Context: an optimization exercise on an open-source flow, tuned for small area. The choices shown serve that exercise and are no tape-out recipe.
In this exercise RTL edits were held to simulation tests only and were not proved equivalent to the original.
Power is estimated from default activity; no workload was simulated.

`design/flow/flow/run.sh`:
```
#!/bin/bash
# Own layout flow: the standard ORFS flow (standard.sh) with these changes.
# 1. Synthesis maps the logic with an area-oriented ABC script
#    (flow/abc_area.script) in place of ORFS's speed script. Everything else in
#    synthesis -- registers, their names, flattening and renaming -- is the
#    standard synthesis, since only the script given to the abc call changes.
# 2. Port buffers are buf_1 cells.
# 3. Clock tree synthesis builds the tree from small clkbuf_4 buffers, each
#    driving a cluster of at most 9 registers, and adds no dummy loads.
# Each tool's output goes to ORFS's own logs under orfs/logs; make's output is
# kept in flow_make.log.
set -euo pipefail
W=$(pwd)
STD_SYNTH=$(grep -o 'SYNTH_SCRIPT=[^ ]*' standard.sh | head -1 | cut -d= -f2)
cat > "$W/flow_synth.tcl" <<EOT
proc abc {args} {
  set i [lsearch -exact \$args -script]
  if {\$i >= 0} { set args [lreplace \$args [expr {\$i+1}] [expr {\$i+1}] $W/flow/abc_area.script] }
  yosys abc {*}\$args
}
source $STD_SYNTH
EOT
sed "s#SYNTH_SCRIPT=[^ ]*#SYNTH_SCRIPT=$W/flow_synth.tcl#" standard.sh > "$W/flow_standard.sh"
CTS="-sink_clustering_enable -repair_clock_nets -dont_use_dummy_load"
CTS="$CTS -sink_clustering_size 9 -sink_clustering_max_diameter 45"
CTS="$CTS -buf_list {sky130_fd_sc_hd__clkbuf_4}"
bash "$W/flow_standard.sh" "CTS_ARGS=$CTS" "BUFFER_PORTS_ARGS=-buffer_cell sky130_fd_sc_hd__buf_1" finish > "$W/flow_make.log" 2>&1
```
`design/flow/flow/abc_area.script`:
```
&get -n
&st
&syn2
&dch -f
&nf -a -p -R 1000
&st
&syn2
&dch -f
&nf -a -p -R 1000
&st
&dch -f
&nf -a -p -R 1000
&put
```
`design/flow/standard.sh`:
```
#!/bin/bash
# synth_recipe.tcl (not shown) runs the flow's synth.tcl, then flattens the netlist and writes it again
# the make line also repeats each setting of config.mk as NAME=value (left out here)
make -C /OpenROAD-flow-scripts/flow DESIGN_CONFIG=/design/flow/config.mk WORK_HOME=/design/flow/orfs CLKGATE_MAP_FILE= SYNTH_SCRIPT=/design/flow/synth_recipe.tcl "${@:-finish}"
```
`design/flow/config.mk`:
```
export PLATFORM = sky130hd
export DESIGN_NAME = multi_cnt_obi
export DESIGN_NICKNAME = multi_cnt_obi
export VERILOG_FILES = /design/flow/design.v
export SDC_FILE = /design/flow/constraint.sdc
export NUM_CORES = 4
export LEC_CHECK = 0
export CAP_MARGIN = 5
export CORE_MARGIN = 2
export CORE_UTILIZATION = 60
export PLACE_DENSITY = 0.7
export SLEW_MARGIN = 5
```
`design/flow/constraint.sdc`:
```
create_clock -name core_clock -period 6.0 [get_ports {clk_i}]
set_input_delay 1.2000 -clock core_clock [delete_from_list [all_inputs] [get_ports {clk_i}]]
set_output_delay 1.2000 -clock core_clock [all_outputs]
set_load 0.01 [all_outputs]
```
`design/flow/design.v`:
```
module multi_cnt_obi_ch #(
  parameter int CntWidth   = 32,
  parameter int PrescWidth = 8
) (
  input  logic                  clk,
  input  logic                  rst,
  input  logic                  sel,         
  input  logic [3:0]            wr_reg,      
  input  logic [3:0]            be,
  input  logic [31:0]           wd,          
  output logic                  en,
  output logic                  oneshot,
  output logic                  down,
  output logic                  ie,
  output logic [PrescWidth-1:0] presc,
  output logic [CntWidth-1:0]   thresh,
  output logic [CntWidth-1:0]   value,
  output logic                  hit
);
  logic [PrescWidth-1:0] pcnt;
  logic                  tick, at_end, wr_value, hw_hit, cnt, rld;
  logic [3:0]            ld_thr, ld_val;
  logic                  ld_ctrl0, ld_ctrl1;
  logic [CntWidth:0]     c;
  logic [CntWidth-1:0]   x;
  assign wr_value = sel & wr_reg[2];
  assign ld_ctrl0 = (sel & wr_reg[0] & be[0]) | rst;
  assign ld_ctrl1 = (sel & wr_reg[0] & be[1]) | rst;
  for (genvar b = 0; b < 4; b++) begin : g_ld
    assign ld_thr[b] = (sel & wr_reg[1] & be[b]) | rst;
    assign ld_val[b] = (wr_value & be[b]) | rst;
  end
  assign tick   = en && (pcnt == presc);
  assign x      = value ^ thresh;
  assign at_end = down ? (value == '0) : (x == '0);
  assign hw_hit = tick && at_end && !wr_value;
  assign cnt    = tick && !at_end && !wr_value;
  assign rld    = tick && at_end && !wr_value && !oneshot;
  assign c[0] = cnt;
  for (genvar i = 0; i < CntWidth; i++) begin : g_c
    assign c[i+1] = c[i] & (value[i] ^ down);
  end
  always_ff @(posedge clk) begin
    if (ld_ctrl0) begin
      oneshot <= wd[1];
      down    <= wd[2];
      ie      <= wd[3];
    end
    if (ld_ctrl1) presc <= wd[8 +: PrescWidth];
    if (ld_ctrl0)               en <= wd[0];
    else if (hw_hit && oneshot) en <= 1'b0;
    if (rst || wr_value || !en || tick) pcnt <= '0;
    else                                pcnt <= pcnt + 1'b1;
    for (int b = 0; b < 4; b++) begin
      if (ld_thr[b]) thresh[8*b +: 8] <= wd[8*b +: 8];
      if (ld_val[b])  value[8*b +: 8] <= wd[8*b +: 8];
      else if (rld)   value[8*b +: 8] <= x[8*b +: 8];
      else            value[8*b +: 8] <= value[8*b +: 8] ^ c[8*b +: 8];
    end
    if (rst)                                     hit <= 1'b0;
    else if (hw_hit)                             hit <= 1'b1;
    else if (sel & wr_reg[3] & be[0] & wd[0])    hit <= 1'b0;
  end
endmodule
module multi_cnt_obi #(
  parameter int NumCh      = 4,
  parameter int CntWidth   = 32,
  parameter int PrescWidth = 8
) (
  input  logic             clk_i,
  input  logic             rst_i,
  input  logic             req_i,
  output logic             gnt_o,
  input  logic [31:0]      addr_i,
  input  logic             we_i,
  input  logic [3:0]       be_i,
  input  logic [31:0]      wdata_i,
  output logic             rvalid_o,
  output logic [31:0]      rdata_o,
  output logic             intr_o,
  output logic [NumCh-1:0] ch_hit_o
);
  logic [7:0]                  word;
  logic                        ch_ok, is_irq, wr;
  logic [3:0]                  rs_dec;
  logic [31:0]                 wd, rd_word;
  logic [NumCh-1:0]            en, oneshot, down, ie, hit, irq_pend, ch_sel;
  logic [NumCh-1:0][PrescWidth-1:0] presc;
  logic [NumCh-1:0][CntWidth-1:0]   thresh, value;
  logic [NumCh-1:0][3:0]       rsel;
  logic                        rvalid_q, intr_q;
  logic [31:0]                 rdata_q;
  logic                        unused_addr;
  assign unused_addr = ^{addr_i[31:10], addr_i[1:0]};
  assign gnt_o  = req_i;
  assign word   = addr_i[9:2];
  assign ch_ok  = (word[7:4] == 4'd0);
  assign is_irq = (word == 8'(NumCh * 4));
  assign wr     = req_i && we_i && (|be_i) && !rst_i;
  assign wd = wdata_i & {32{!rst_i}};
  for (genvar r = 0; r < 4; r++) begin : g_rs
    assign rs_dec[r] = (word[1:0] == 2'(r));
  end
  assign irq_pend = hit & ie;
  for (genvar c = 0; c < NumCh; c++) begin : g_ch
    assign ch_sel[c] = wr && ch_ok && (word[3:2] == 2'(c));
    assign rsel[c]   = rs_dec & {4{ch_ok && (word[3:2] == 2'(c))}};
    multi_cnt_obi_ch #(
      .CntWidth   (CntWidth),
      .PrescWidth (PrescWidth)
    ) u_ch (
      .clk     (clk_i),
      .rst     (rst_i),
      .sel     (ch_sel[c]),
      .wr_reg  (rs_dec),
      .be      (be_i),
      .wd      (wd),
      .en      (en[c]),
      .oneshot (oneshot[c]),
      .down    (down[c]),
      .ie      (ie[c]),
      .presc   (presc[c]),
      .thresh  (thresh[c]),
      .value   (value[c]),
      .hit     (hit[c])
    );
  end
  always_comb begin
    rd_word = 32'(irq_pend & {NumCh{is_irq}});
    for (int c = 0; c < NumCh; c++) begin
      rd_word = rd_word
              | ({16'b0, presc[c], 4'b0, ie[c], down[c], oneshot[c], en[c]} & {32{rsel[c][0]}})
              | (thresh[c] & {32{rsel[c][1]}})
              | (value[c]  & {32{rsel[c][2]}})
              | (32'(hit[c]) & {32{rsel[c][3]}});
    end
  end
  always_ff @(posedge clk_i) begin
    rvalid_q <= req_i && !rst_i;
    intr_q   <= |irq_pend && !rst_i;
    rdata_q  <= rd_word;
  end
  assign rvalid_o = rvalid_q;
  assign rdata_o  = rdata_q;
  assign intr_o   = intr_q;
  assign ch_hit_o = hit;
endmodule
```
==> key figures, run 1 <==
Status
  – Status: no timing/DRC/antenna violations

Clocking
  – Root buffer cell: clkbuf_4
  – Htree depth: 2
  – CTS tree: built
  – Post-CTS Setup Inserts: 0
  – # resized after CTS: 0
  – Worst skew pair latency: 0.86 ns
  – Number of buffers created by CTS: 51
  – Clock-pin slew on the worst setup and hold paths: 0.11 ns
  – CTS Hold Buffers Added: 0
  – Total clock sinks: 374
  – Longest Clk Path Bufs: 3

Routing
  – DR iter-0 viols: 2563
  – Final WL: 70400 µm
  – ANT nets after route: 0
  – Vias: 17.6k
  – Vias per inst: 6.95
  – DRC: 0
  – Average wire per standard cell: 27.9 µm
  – Drt pass-1 iters: 9

Finish
  – Fill cells: 2648
  – Commonest cells after routing, fill and taps aside: xor2_1, nand2_1, dfxtp_1, edfxtp_1, o21ai_0
  – Register area: 9250 µm²
  – Commonest non-fill, non-tap cell in the layout: xor2_1
  – Layout cell share with drive strength beyond 1: 4.90%
  – Fin nets: 2201
  – Area grow syn2layout: 7.75%
  – Fin util: 65.9%
  – Multi-input gate area: 9910 µm²

Worst setup path
  – Worst Path Max Fanout: 12
  – Crit path largest cell delay: 0.65 ns
  – Worst endpoint data arrival time: 5.22 ns
  – CP delay by family, top: simple AND/OR/NAND/NOR gates
  – Register-to-Register Path Depth: 11
  – Critical path depth: 14
  – CP Class: input port to register
  – CP Capture Type: register
  – Slowest-stage cell, CP: or4_1
  – Worst path cell trace: buf_1 > or4_1 > nand3_1 > nor3_1 > or2_0 > nor2_1 > and4_1 > and3_1 > and3_1 > o211a_1 > a22oi_1 > xnor2_1 > nand2_1 > o21ai_0
  – Cell with the most instances on the worst path: and3_1
  – Crit path buffers/inverters: 1
  – Crit start category: input port
  – WP data required: 6.69 ns

STA
  – Slew Limit Fails: 0
  – Peak Freq: 220 MHz
  – Fin worst setup slack: 1.46 ns
  – Hold WS: 0.503 ns
  – Minimum clock period: 4.54 ns
  – Final period utilization: 75.6%
  – Max_slew headroom: 9.70%
  – RSZ-0062 raised after global routing: false
  – Setup_tns: 0 ns
  – Layout Skew: 0.0943 ns
  – Worst-margin pin slew: 1.35 ns
  – Setup Viol. Count Final: 0
  – Final Hold Fails: 0

Yosys
  – Mux cell area share after synthesis: 0.175%
  – Cells after Synth: 1956
  – Largest family of logic cells by synthesized area: compound AO/OA/AOI/OAI gates
  – Synthesized net count: 2032
  – Post-synth EDFFs: 176
  – Synth warnings: 2
  – Distinct cells, synth: 57
  – Synth area leaders: edfxtp_1, dfxtp_1, xor2_1, xnor2_1, nand2_1
  – Yosys top cell area share: 27.3%
  – Synth Flop Type: dfxtp_1
  – Simple-gate share of the synthesized area: 17.3%
  – Synth area leader: edfxtp_1
  – Synth Area per Inst: 9.89 µm²
  – Synth Area in XOR/XNOR: 15.0%
  – Yosys reg bits: 374
  – Fraction of registers with async set/reset: 0%
  – Sequential-to-total area share from yosys stat: 47.8%
  – Post-synthesis adder-cell area fraction: 0.259%
  – Post-Syn Area: 19400 µm²
  – Post-synthesis compound-gate area fraction: 18.2%

Floorplan
  – Core Region: 31600 µm²
  – Die H: 184 µm
  – Die Footprint: 33700 µm²
  – Rows: 65
  – Initial Util: 61.2%
  – Die Width: 184 µm
  – I/O pin total: 111

GRT
  – Vias in the first global route: 16.3k
  – Grt ovf: 0
  – All-Layer GR Usage: 41.9%
  – Initial antenna violation count: 5
  – First-pass GRT wire length: 104000 µm
  – Largest net degree at the start of global routing: 43

Placed design
  – Port buffer count: 86
  – DP HPWL: 53300 µm
  – Gp weighted congestion: 1.02
  – DP Worst Slack: 0.765 ns

Pwr
  – Worst VDD drop: 0.207 mV
  – Pwr per Cell Area: 219 nW/µm²
  – Leak: 7.45 nW
  – Tot Pwr: 0.00456 W

Job
  – MaxCap Viol Count: 0

Min path
  – Hold depth: 1
  – HP Class: register to register
==> state kept, by name, indices dropped and copies added (netlist names), 4 cells and up <==
name and count:
g_ch.u_ch.oneshot 4, rdata_q 32, g_ch.u_ch.hit 4, g_ch.u_ch.down 4, g_ch.u_ch.thresh 128, g_ch.u_ch.value 128, g_ch.u_ch.en 4, g_ch.u_ch.pcnt 32
g_ch.u_ch.presc 32, g_ch.u_ch.ie 4
==> where the power goes <==
part	switching, W	total (W)	internal (W)
sequential	0.000142	0.00293	0.00279
clock	0.000857	0.00124	0.000388
combinational	0.000267	0.000387	0.000120
total	0.00127	0.00456	0.00329
==> cell usage after synthesis, types with 10 or more instances <==
cell type / n
xor2_1: 233
nand2_1: 218
dfxtp_1: 198
edfxtp_1: 176
o21ai_0: 139
a22oi_1: 102
nor2_1: 102
xnor2_1: 98
a21oi_1: 93
nand2b_1: 71
a222oi_1: 67
nor4_1: 64
clkinv_1: 58
nand3_1: 38
nor3_1: 38
o22ai_1: 29
nand3b_1: 26
nand4_1: 25
a21o_1: 16
and3_1: 16
nor2b_1: 13
a221oi_1: 12
a22o_1: 10
and2_0: 10
==> stage by stage <==
stage | cell area [µm²] | std cells
2_1_floorplan | 19400 | 1956
3_3_place_gp | 20500 | 2474
3_5_place_dp | 20500 | 2474
4_1_cts | 20800 | 2525
5_1_grt | 20800 | 2526
6_report | 20900 | 2528
==> area by class of cell <==
class / count / area share [%]
Antenna cell: 3 / 0.0360
Clock buffer: 51 / 1.84
Inverter: 58 / 1.04
Multi-Input combinational cell: 1519 / 47.5
Sequential cell: 374 / 44.4
Tap cell: 402 / 2.41
Timing Repair Buffer: 121 / 2.81
==> cells by family (layout without fill, tap and decap cells) <==
group                      Yosys count  count (layout)
AOI/OAI and AO/OA                  521             521
xor gates and xnor gates           331             331
adders and majority gates            4               4
buffers and inverters               63             230
DFF                                374             374
muxes                                3               3
other                                0               3
and+or+nand+nor                    660             660
==> final timing paths <==
path | from | end | slack [ns]
setup / recovery | be_i[0] | g_ch[0].u_ch.value[30] | 1.46
hold reg to reg | g_ch[0].u_ch.pcnt[0] | g_ch[0].u_ch.pcnt[0] | 0.50
hold / removal | g_ch[0].u_ch.pcnt[0] | g_ch[0].u_ch.pcnt[0] | 0.50
setup reg to reg | g_ch[2].u_ch.down | g_ch[2].u_ch.value[30] | 1.70
==> metal layers <==
layer / track usage, % / part of all wire (%)
met1: 56.1 / 37
met4: 19.1 / 5.2
met3: 12.3 / 15
met2: 62.9 / 42
met5: 0 / 0
==> worst register-to-register path: stages, from the launching register on <==
cell       delay (ns)
edfxtp_1         1.09
nand2_1          0.23
nor2_1           0.16
nor2_1           0.05
a21oi_1          0.35
nor4b_1          0.64
o2111ai_1        0.55
a211oi_1         0.58
a22oi_1          0.19
xnor2_1          0.15
nand2_1          0.08
o21ai_0          0.07
==> inputs of run 2 (changes only) <==
--- a/design/flow/flow/run.sh
+++ b/design/flow/flow/run.sh
@@ -5,8 +5,8 @@
 #    synthesis -- registers, their names, flattening and renaming -- is the
 #    standard synthesis, since only the script given to the abc call changes.
 # 2. Port buffers are buf_1 cells.
-# 3. Clock tree synthesis builds the tree from small clkbuf_4 buffers, each
-#    driving a cluster of at most 9 registers, and adds no dummy loads.
+# 3. Clock tree synthesis builds the tree from clkbuf_8 buffers, each
+#    driving a cluster of at most 12 registers, and adds no dummy loads.
 # Each tool's output goes to ORFS's own logs under orfs/logs; make's output is
 # kept in flow_make.log.
 set -euo pipefail
@@ -22,6 +22,6 @@
 EOT
 sed "s#SYNTH_SCRIPT=[^ ]*#SYNTH_SCRIPT=$W/flow_synth.tcl#" standard.sh > "$W/flow_standard.sh"
 CTS="-sink_clustering_enable -repair_clock_nets -dont_use_dummy_load"
-CTS="$CTS -sink_clustering_size 9 -sink_clustering_max_diameter 45"
-CTS="$CTS -buf_list {sky130_fd_sc_hd__clkbuf_4}"
+CTS="$CTS -sink_clustering_size 12 -sink_clustering_max_diameter 50"
+CTS="$CTS -buf_list {sky130_fd_sc_hd__clkbuf_8}"
 bash "$W/flow_standard.sh" "CTS_ARGS=$CTS" "BUFFER_PORTS_ARGS=-buffer_cell sky130_fd_sc_hd__buf_1" finish > "$W/flow_make.log" 2>&1
--- a/design/flow/config.mk
+++ b/design/flow/config.mk
@@ -7,6 +7,5 @@
 export LEC_CHECK = 0
 export CAP_MARGIN = 5
 export CORE_MARGIN = 2
-export CORE_UTILIZATION = 60
-export PLACE_DENSITY = 0.7
+export CORE_UTILIZATION = 50
 export SLEW_MARGIN = 5
==> run 2 against run 1 <==
Effect of this change: maximum frequency down 6.7%; hold slack lost 0.017 ns; synthesized cell count did not move; area after synthesis unchanged; worst setup slack got worse by 0.33 ns; non-clock buffer count rose by 2; die area up 20%; final area up 1.8%.
==> key figures, run 2 <==
Status
  – Status: no timing/DRC/antenna violations

Clocking
  – Number of buffers created by CTS: 45 (-12%)
  – Worst skew pair latency: 0.65 ns (-0.21 ns)
  – Htree depth: 2 (unchanged)
  – Clock-pin slew on the worst setup and hold paths: 0.07 ns (-0.04 ns)
  – CTS Hold Buffers Added: 0 (unchanged)
  – Root buffer cell: clkbuf_8
  – # resized after CTS: 0 (unchanged)
  – Longest Clk Path Bufs: 3 (unchanged)
  – CTS tree: built
  – Post-CTS Setup Inserts: 0 (unchanged)
  – Total clock sinks: 374 (unchanged)

Worst setup path
  – Slowest-stage cell, CP: or4_1
  – CP Capture Type: register
  – Worst endpoint data arrival time: 5.37 ns (+0.15 ns)
  – Worst Path Max Fanout: 8 (-4)
  – Cell with the most instances on the worst path: and3_1
  – Crit start category: input port
  – Crit path largest cell delay: 0.67 ns (+0.02 ns)
  – WP data required: 6.50 ns (-0.19 ns)
  – CP Class: input port to register
  – Worst path cell trace: buf_1 > or4_1 > nand3_1 > buf_4 > nor3_1 > or2_0 > nor2_1 > and4_1 > and3_1 > and3_1 > o211a_1 > a22oi_1 > xnor2_1 > nand2_1 > o21ai_0

Yosys
  – Synth area leader: edfxtp_1
  – Distinct cells, synth: 57 (unchanged)
  – Synthesized net count: 2032 (unchanged)
  – Yosys reg bits: 374 (unchanged)
  – Fraction of registers with async set/reset: 0% (unchanged)
  – Synth area leaders: edfxtp_1, dfxtp_1, xor2_1, xnor2_1, nand2_1
  – Post-synth EDFFs: 176 (unchanged)
  – Synth warnings: 2 (unchanged)
  – Cells after Synth: 1956 (unchanged)
  – Top-count cell post-synth: xor2_1
  – Synth Area per Inst: 9.89 µm² (unchanged)
  – Synth Flop Type: dfxtp_1
  – Leading cell types by count after synthesis: xor2_1, nand2_1, dfxtp_1
  – Post-Syn Area: 19400 µm² (unchanged)
  – Yosys top cell area share: 27.3% (unchanged)
  – Sequential-to-total area share from yosys stat: 47.8% (unchanged)

Floorplan
  – Die H: 201 µm (+9.3%)
  – Die Footprint: 40300 µm² (+20%)
  – Core Region: 38500 µm² (+22%)
  – I/O pin total: 111 (unchanged)
  – Die Width: 201 µm (+9.3%)
  – Rows: 72 (+11%)
  – Initial Util: 50.3% (-11 points)

Finish
  – Fin util: 55.2% (-11 points)
  – Commonest cells after routing, fill and taps aside: xor2_1, nand2_1, dfxtp_1, edfxtp_1, o21ai_0
  – Largest regs: g_ch.u_ch.thresh x128, g_ch.u_ch.value x128
  – Layout Cells excl Fill: 2637 (+4.3%)
  – Commonest non-fill, non-tap cell in the layout: xor2_1
  – ANT cells: 0 (-3)
  – Layout cell share with drive strength beyond 1: 4.67% (-0.23 points)
  – Fin nets: 2197 (-0.18%)
  – Area grow syn2layout: 9.74%

Routing
  – ANT nets after route: 0 (unchanged)
  – Vias: 17.2k (-1.9%)
  – DRC: 0 (unchanged)
  – Average wire per standard cell: 28.0 µm (+0.37%)
  – Final WL: 73700 µm (+4.7%)
  – DR iter-0 viols: 2690 (+5.0%)
  – Drt pass-1 iters: 7 (-2)
  – Vias per inst: 6.53 (-6.0%)

STA
  – Setup Viol. Count Final: 0 (unchanged)
  – Slew Limit Fails: 0 (unchanged)
  – Final period utilization: 81.1% (+5.5 points)
  – Max_slew headroom: 25.0% (+15 points)
  – RSZ-0062 raised after global routing: false
  – Final Hold Fails: 0 (unchanged)
  – Peak Freq: 206 MHz (-6.7%)
  – Fin worst setup slack: 1.14 ns (-0.328 ns)
  – Worst-margin pin slew: 1.12 ns (-0.234 ns)
  – Setup_tns: 0 ns (unchanged)
  – Layout Skew: 0.0809 ns (-0.0134 ns)
  – Minimum clock period: 4.86 ns (+0.328 ns)

GRT
  – Vias in the first global route: 16.4k (+0.34%)
  – First-pass GRT wire length: 109000 µm (+4.8%)
  – Grt ovf: 0 (unchanged)
  – Largest net degree at the start of global routing: 52 (+21%)
  – Initial antenna violation count: 0 (-5)
  – All-Layer GR Usage: 36.2% (-5.7 points)

Placed design
  – Cells after DPL: 2592 (+4.8%)
  – Port buffer count: 86 (unchanged)
  – Gp weighted congestion: 0.984 (-3.9%)
  – DP HPWL: 55300 µm (+3.8%)
  – DP Worst Slack: 0.672 ns (-0.0934 ns)

Pwr
  – Tot Pwr: 0.00489 W (+7.3%)
  – Leak: 7.55 nW (+1.3%)
  – Worst VDD drop: 0.151 mV (-27%)
  – Pwr per Cell Area: 230 nW/µm² (+5.3%)

Min path
  – HP Class: register to register

Job
  – MaxCap Viol Count: 0 (unchanged)
[run 2: worst paths after layout]
kind	start	endpoint	slack, ns	cells past startpoint
max	be_i[0]	g_ch[0].u_ch.value[30]	1.14	15
min	g_ch[0].u_ch.pcnt[0]	g_ch[0].u_ch.pcnt[0]	0.49	1
max reg2reg	g_ch[3].u_ch.value[5]	g_ch[3].u_ch.value[30]	1.62	15
min reg2reg	g_ch[0].u_ch.pcnt[0]	g_ch[0].u_ch.pcnt[0]	0.49	1
[run 2: stage by stage]
stage	hold WS [ns]	instance area, µm²
after global routing	0.526	21200
final	0.487	21200
after global placement	0.475	20600
after floorplan	0.447	19400
after detailed placement	0.477	20600
after CTS	0.495	21200
[run 2: report_power, final]
part	internal, W	switching [W]
Combinational	0.000121	0.000277
Sequential	0.00279	0.000137
Clock	0.000665	0.000903
[run 2: layout make-up]
type | instances | area, µm²
repair buffers | 123 | 602
multi-input cells | 1519 | 9900
flip-flops and latches | 374 | 9250
fillers | 3559 | 17200
inverters | 58 | 218
clock buffers | 45 | 619
well taps | 518 | 648
[run 2: metal layers]
metal	vias to the layer above	GRT usage (%)	wire length, µm
met3	165	7.78	8810
met4	0	14.4	3140
met1	8317	50.9	30100
met5	-	0	0
met2	1075	54.6	31700
li1	7675	-	-
[run 2: cells by family after synthesis]
family	after synthesis	synth area share, %
and+or+nand+nor	660	17.3
AOI/OAI and AO/OA	521	18.2
DFF	374	47.8
xor gates and xnor gates	331	15.0
buffers and inverters	63	1.32
adders and majority gates	4	0.259
muxes	3	0.175
[run 2: worst max-delay path: cells and delay by family]
kind / cells / cell delay, ns
xor gates and xnor gates: 1 / 0.15
buffers and inverters: 2 / 0.44
AOI/OAI and AO/OA: 3 / 0.51
and+or+nand+nor: 9 / 3.04

-- afterwards: timing with drivers on the ports --
Ports are ideal in the flow. The routed layouts listed here were re-timed in OpenROAD.
Step 1 (the two cells are an assumption about what drives the block):
set clk [get_ports {clk_i}]
set_driving_cell -lib_cell sky130_fd_sc_hd__clkbuf_16 $clk
set_driving_cell -lib_cell sky130_fd_sc_hd__buf_2 [delete_from_list [all_inputs] $clk]
Step 2 times the ports against the registers' clock, not the clock port: input delays grow and output delays shrink by t, the midpoint of the rising clock arrivals with the driver on.
Slacks: ideal ports / drivers / drivers and shift; pairs: ideal ports / drivers.
run | shift t [ns] | setup WS [ns] | latest minus earliest clock arrival (ns) | worst register clock-pin slew, ns
run 1 | 0.862 | 1.465 / 1.487 / 0.625 | 0.094 / 0.094 | 0.11 / 0.11
run 2 | 0.664 | 1.137 / 1.166 / 0.502 | 0.081 / 0.082 | 0.09 / 0.09
After both steps setup and hold are still met in every run listed. For run 1, which loses most, drivers alone change the setup slack by +0.022 ns; drivers and shift together by -0.840 ns.
